From an optimization exercise on the open Yosys and OpenROAD flow, aimed at small area and a short achievable clock period; shortcuts taken in it are not production practice. At most, simulation tests tie the RTL to the original design; equivalence was not proved. Power and IR drop assume default switching activity.

==> flow/design.v <==
`default_nettype none
module psram_spi_responder #(
    parameter int         ADDR_W = 8,
    parameter logic [7:0] MF_ID  = 8'h0D,
    parameter logic [7:0] KGD_ID = 8'h5D
) (
    input  logic sys_clk,
    input  logic sys_reset_n,
    input  logic ce_n,
    input  logic sclk,
    input  logic si,
    output logic so,
    output logic so_oe,
    output logic busy,
    output logic rst_evt,
    output logic cmd_err
);
    localparam int DEPTH = 256;
    typedef enum logic [2:0] {
        S_IDLE, S_CMD, S_ADDR, S_RD, S_WR, S_ID, S_IGNORE
    } state_t;
    typedef enum logic [1:0] {K_RD, K_WR, K_ID} kind_t;
    logic [1:0]        ce_sync_q;
    logic [2:0]        sclk_sync_q;
    logic [1:0]        si_sync_q;
    state_t            state_q;
    kind_t             kind_q;
    logic [4:0]        bitcnt_q;
    logic [6:0]        sh_q;
    logic [2:0]        outcnt_q;
    logic [1:0]        id_idx_q;
    logic              reset_armed_q;
    logic              so_q, so_oe_q, busy_q, rst_evt_q, cmd_err_q;
    logic              we_q;
    logic [7:0]        rot_q;       
    logic [7:0]        pos_q;       
    logic              sel_q;       
    logic              got_q;       
    logic              b7a_q;       
    logic              b7b_q;       
    logic [6:0]        cur_q;       
    logic              pend_q;      
    logic [8*DEPTH-1:0] ring_q;
    logic [7:0]        ins_q;       
    logic              ce_s, sclk_rise, sclk_fall, si_s;
    logic              in_addr, in_rd, in_wr, in_id;
    logic [7:0]        byte_in;
    logic [7:0]        tap;
    logic [7:0]        id_byte;
    logic              consume, commit, load_pos, last_addr, ins, at0, at1;
    logic [7:0]        pos_ld;
    logic [7:0]        pos_p1, pos_p2;
    logic              bc7_q, bc22_q, bc23_q, oc0_q;
    logic [6:0]        cap;
    logic [7:0]        tap8, tap16, tap32;
    assign ce_s      = ce_sync_q[1];
    assign si_s      = si_sync_q[1];
    assign sclk_rise =  sclk_sync_q[1] & ~sclk_sync_q[2];
    assign sclk_fall = ~sclk_sync_q[1] &  sclk_sync_q[2];
    assign byte_in   = {sh_q, si_s};
    assign in_addr = state_q == S_ADDR;
    assign in_rd   = state_q == S_RD;
    assign in_wr   = state_q == S_WR;
    assign in_id   = state_q == S_ID;
    assign tap8  = ring_q[{pos_q[7:3], 3'b000, 3'b000} +: 8];
    assign tap16 = ring_q[{pos_q[7:4], 4'b0000, 3'b000} +: 8];
    assign tap32 = ring_q[{pos_q[7:5], 5'b00000, 3'b000} +: 8];
    assign tap   = {tap8[7:5], tap16[4:3], tap32[2:0]};
    assign at0 = pos_q[2:0] == 3'd0;    
    assign at1 = pos_q[2:0] == 3'd1;    
    always_comb begin
        case (id_idx_q)
            2'd0:    id_byte = MF_ID;
            2'd1:    id_byte = KGD_ID;
            default: id_byte = 8'h00;
        endcase
    end
    always_ff @(posedge sys_clk or negedge sys_reset_n) begin
        if (!sys_reset_n) begin
            ce_sync_q   <= 2'b11;
            sclk_sync_q <= '0;
            si_sync_q   <= '0;
        end else begin
            ce_sync_q   <= {ce_sync_q[0], ce_n};
            sclk_sync_q <= {sclk_sync_q[1:0], sclk};
            si_sync_q   <= {si_sync_q[0], si};
        end
    end
    always_ff @(posedge sys_clk) begin
        bc7_q  <= bitcnt_q == 5'd7;
        bc22_q <= bitcnt_q == 5'd22;
        bc23_q <= bitcnt_q == 5'd23;
        oc0_q  <= outcnt_q == 3'd0;
    end
    assign load_pos  = !ce_s && in_addr && sclk_rise && bc22_q;
    assign last_addr = !ce_s && in_addr && sclk_rise && bc23_q;
    assign consume   = !ce_s && in_rd && sclk_fall && oc0_q;
    assign commit    = !ce_s && in_wr && sclk_rise && bc7_q;
    always_ff @(posedge sys_clk or negedge sys_reset_n) begin
        if (!sys_reset_n) begin
            state_q       <= S_IDLE;
            kind_q        <= K_RD;
            bitcnt_q      <= '0;
            outcnt_q      <= '0;
            id_idx_q      <= '0;
            reset_armed_q <= 1'b0;
            so_q          <= 1'b0;
            so_oe_q       <= 1'b0;
            busy_q        <= 1'b0;
            rst_evt_q     <= 1'b0;
            cmd_err_q     <= 1'b0;
            we_q          <= 1'b0;
        end else begin
            rst_evt_q <= 1'b0;
            cmd_err_q <= 1'b0;
            we_q      <= 1'b0;
            if (ce_s) begin
                state_q  <= S_IDLE;
                so_q     <= 1'b0;
                so_oe_q  <= 1'b0;
                busy_q   <= 1'b0;
                bitcnt_q <= '0;
                outcnt_q <= '0;
            end else begin
                busy_q <= 1'b1;
                case (state_q)
                    S_IDLE: begin
                        state_q  <= S_CMD;
                        bitcnt_q <= '0;
                    end
                    S_CMD: if (sclk_rise) begin
                        bitcnt_q <= bitcnt_q + 5'd1;
                        if (bitcnt_q == 5'd7) begin
                            bitcnt_q      <= '0;
                            reset_armed_q <= 1'b0;
                            state_q       <= S_IGNORE;
                            case (byte_in)
                                8'h03: begin kind_q <= K_RD;  state_q <= S_ADDR; end
                                8'h02: begin kind_q <= K_WR;  state_q <= S_ADDR; end
                                8'h9F: begin kind_q <= K_ID;  state_q <= S_ADDR; end
                                8'h66: reset_armed_q <= 1'b1;
                                8'h99: if (reset_armed_q) rst_evt_q <= 1'b1;
                                default: cmd_err_q <= 1'b1;
                            endcase
                        end
                    end
                    S_ADDR: if (sclk_rise) begin
                        bitcnt_q <= bitcnt_q + 5'd1;
                        if (bitcnt_q == 5'd23) begin
                            bitcnt_q <= '0;
                            outcnt_q <= '0;
                            id_idx_q <= '0;
                            case (kind_q)
                                K_WR:    state_q <= S_WR;
                                K_ID:    state_q <= S_ID;
                                default: state_q <= S_RD;
                            endcase
                        end
                    end
                    S_RD, S_ID: if (sclk_fall) begin
                        so_oe_q  <= 1'b1;
                        outcnt_q <= outcnt_q + 3'd1;
                        if (state_q == S_ID)
                            so_q <= id_byte[3'd7 - outcnt_q];
                        else if (outcnt_q == 3'd0)
                            so_q <= (sel_q | got_q) ? b7b_q : b7a_q;
                        else
                            so_q <= cur_q[3'd7 - outcnt_q];
                        if (outcnt_q == 3'd7 && state_q == S_ID && id_idx_q != 2'd2)
                            id_idx_q <= id_idx_q + 2'd1;
                    end
                    S_WR: if (sclk_rise) begin
                        bitcnt_q <= bitcnt_q + 5'd1;
                        if (bitcnt_q == 5'd7) begin
                            bitcnt_q <= '0;
                            we_q     <= 1'b1;
                        end
                    end
                    S_IGNORE: ;
                    default: state_q <= S_IDLE;
                endcase
            end
        end
    end
    assign ins    = (we_q | pend_q) && pos_q[4:0] == 5'd0;
    assign pos_p1 = pos_q + 8'd1;
    assign pos_p2 = pos_q + 8'd2;
    genvar k;
    generate
        for (k = 0; k < 7; k++) begin : g_cap
            localparam int PW = k >= 5 ? 3 : k >= 3 ? 4 : 5;    
            wire prev = outcnt_q != 3'd0 && outcnt_q <= 3'(7 - k);
            assign cap[k] = in_rd && pos_q[PW-1:0] == (prev ? PW'(1) : PW'(0));
        end
    endgenerate
    assign pos_ld = {sh_q[5:0], si_s, 1'b1} + rot_q;
    always_ff @(posedge sys_clk)
        if (!ce_s && sclk_rise)
            sh_q <= byte_in[6:0];
    always_ff @(posedge sys_clk) begin
        rot_q  <= rot_q + 8'd1;
        for (int k = 0; k < 8; k++)
            ins_q[k] <= ins && pos_q[7:5] == 3'(k);
        pend_q <= (we_q | pend_q) & ~(pos_q[4:0] == 5'd0);
        if (load_pos)
            pos_q <= pos_ld;
        else if (consume || commit)
            pos_q <= pos_p2;
        else if (last_addr && !si_s)
            pos_q <= pos_q;
        else
            pos_q <= pos_p1;
        if (last_addr) begin
            sel_q <= si_s;
            got_q <= 1'b0;
        end else if (consume) begin
            sel_q <= 1'b1;
        end else if (in_rd && at0) begin
            got_q <= 1'b1;
        end
        if (in_addr && at1)
            b7a_q <= tap[7];
        if (commit)
            b7b_q <= byte_in[7];
        else if ((in_addr || in_rd) && at0)
            b7b_q <= tap[7];
        for (int k = 0; k < 7; k++) begin
            if (commit)
                cur_q[k] <= byte_in[k];
            else if (cap[k])
                cur_q[k] <= tap[k];
        end
    end
    genvar p;
    generate
        for (p = 0; p < DEPTH; p++) begin : g_ring
            if (p % 32 == 1) begin : g_ins
                always_ff @(posedge sys_clk)
                    ring_q[8*p +: 8] <= ins_q[p / 32] ? {b7b_q, cur_q}
                                        : ring_q[8*(p - 1) +: 8];
            end else begin : g_sh
                always_ff @(posedge sys_clk)
                    ring_q[8*p +: 8] <= ring_q[8*((p + DEPTH - 1) % DEPTH) +: 8];
            end
        end
    endgenerate
    assign so      = so_q;
    assign so_oe   = so_oe_q;
    assign busy    = busy_q;
    assign rst_evt = rst_evt_q;
    assign cmd_err = cmd_err_q;
endmodule
`default_nettype wire
clock: 5.0 ns
lec_check: 0
cap_margin: 20
core_margin: 2
core_utilization: 70
cts_cluster_diameter: 60
cts_cluster_size: 32
setup_slack_margin: 2.9
slew_margin: 20
run.sh (not shown) runs the stock make flow with config.mk's settings and CLKGATE_MAP_FILE= SYNTH_SCRIPT=/design/flow/synth_recipe.tcl, a recipe that flattens the netlist after the stock synthesis.
Change:
--- a/flow/design.v
+++ b/flow/design.v
@@ -41,7 +41,6 @@
     logic [6:0]        cur_q;       
     logic              pend_q;      
     logic [8*DEPTH-1:0] ring_q;
-    logic [7:0]        ins_q;       
     logic              ce_s, sclk_rise, sclk_fall, si_s;
     logic              in_addr, in_rd, in_wr, in_id;
     logic [7:0]        byte_in;
@@ -199,8 +198,6 @@
             sh_q <= byte_in[6:0];
     always_ff @(posedge sys_clk) begin
         rot_q  <= rot_q + 8'd1;
-        for (int k = 0; k < 8; k++)
-            ins_q[k] <= ins && pos_q[7:5] == 3'(k);
         pend_q <= (we_q | pend_q) & ~(pos_q[4:0] == 5'd0);
         if (load_pos)
             pos_q <= pos_ld;
@@ -234,10 +231,10 @@
     genvar p;
     generate
         for (p = 0; p < DEPTH; p++) begin : g_ring
-            if (p % 32 == 1) begin : g_ins
+            if (p % 32 == 0) begin : g_ins
                 always_ff @(posedge sys_clk)
-                    ring_q[8*p +: 8] <= ins_q[p / 32] ? {b7b_q, cur_q}
-                                        : ring_q[8*(p - 1) +: 8];
+                    ring_q[8*p +: 8] <= (ins && pos_q[7:5] == 3'(p / 32)) ? {b7b_q, cur_q}
+                                        : ring_q[8*((p + DEPTH - 1) % DEPTH) +: 8];
             end else begin : g_sh
                 always_ff @(posedge sys_clk)
                     ring_q[8*p +: 8] <= ring_q[8*((p + DEPTH - 1) % DEPTH) +: 8];
=> Routed wire length rises by 0.74%; sequential power is about the same; global-route usage grows by 0.16 points; via count is about the same; synthesized cell count is about the same; cell area grows by 0.78%; worst hold slack gets worse by 0.011 ns; clock-buffer cell count goes up by 2; total power is higher by 6.0%; non-clock buffer count goes up by 9; worst setup slack improved by 0.098 ns; first-iteration DRC count rises by 14%.
Function not checked in the first run of this note: the RTL went through the layout flow alone.

==> port drivers added, routing unchanged <==
No port has a modelled driver above. Below, the same layouts with a new extraction and two added sets of constraints. Step 1, drivers: a clkbuf_16 drives sys_clk and a buf_2 each remaining input, both assumed. Step 2 moves the port delays by t, midway between the first and last clock arrival at a register: inputs arrive t later, outputs are due t later. That takes back most of the time a late clock gives input paths. Three values: ideal, step 1, step 2; two values: the first two.
run	t, ns	setup slack, ns	worst setup path at the end	clock arrival spread, ns	pins driven straight from the clock port
the first run	0.710	2.742 / 2.676 / 2.800	register to register	0.035 / 0.035	1
the second run	0.702	2.840 / 2.776 / 2.870	register to register	0.027 / 0.028	1
After both steps setup and hold are still met in every run listed.
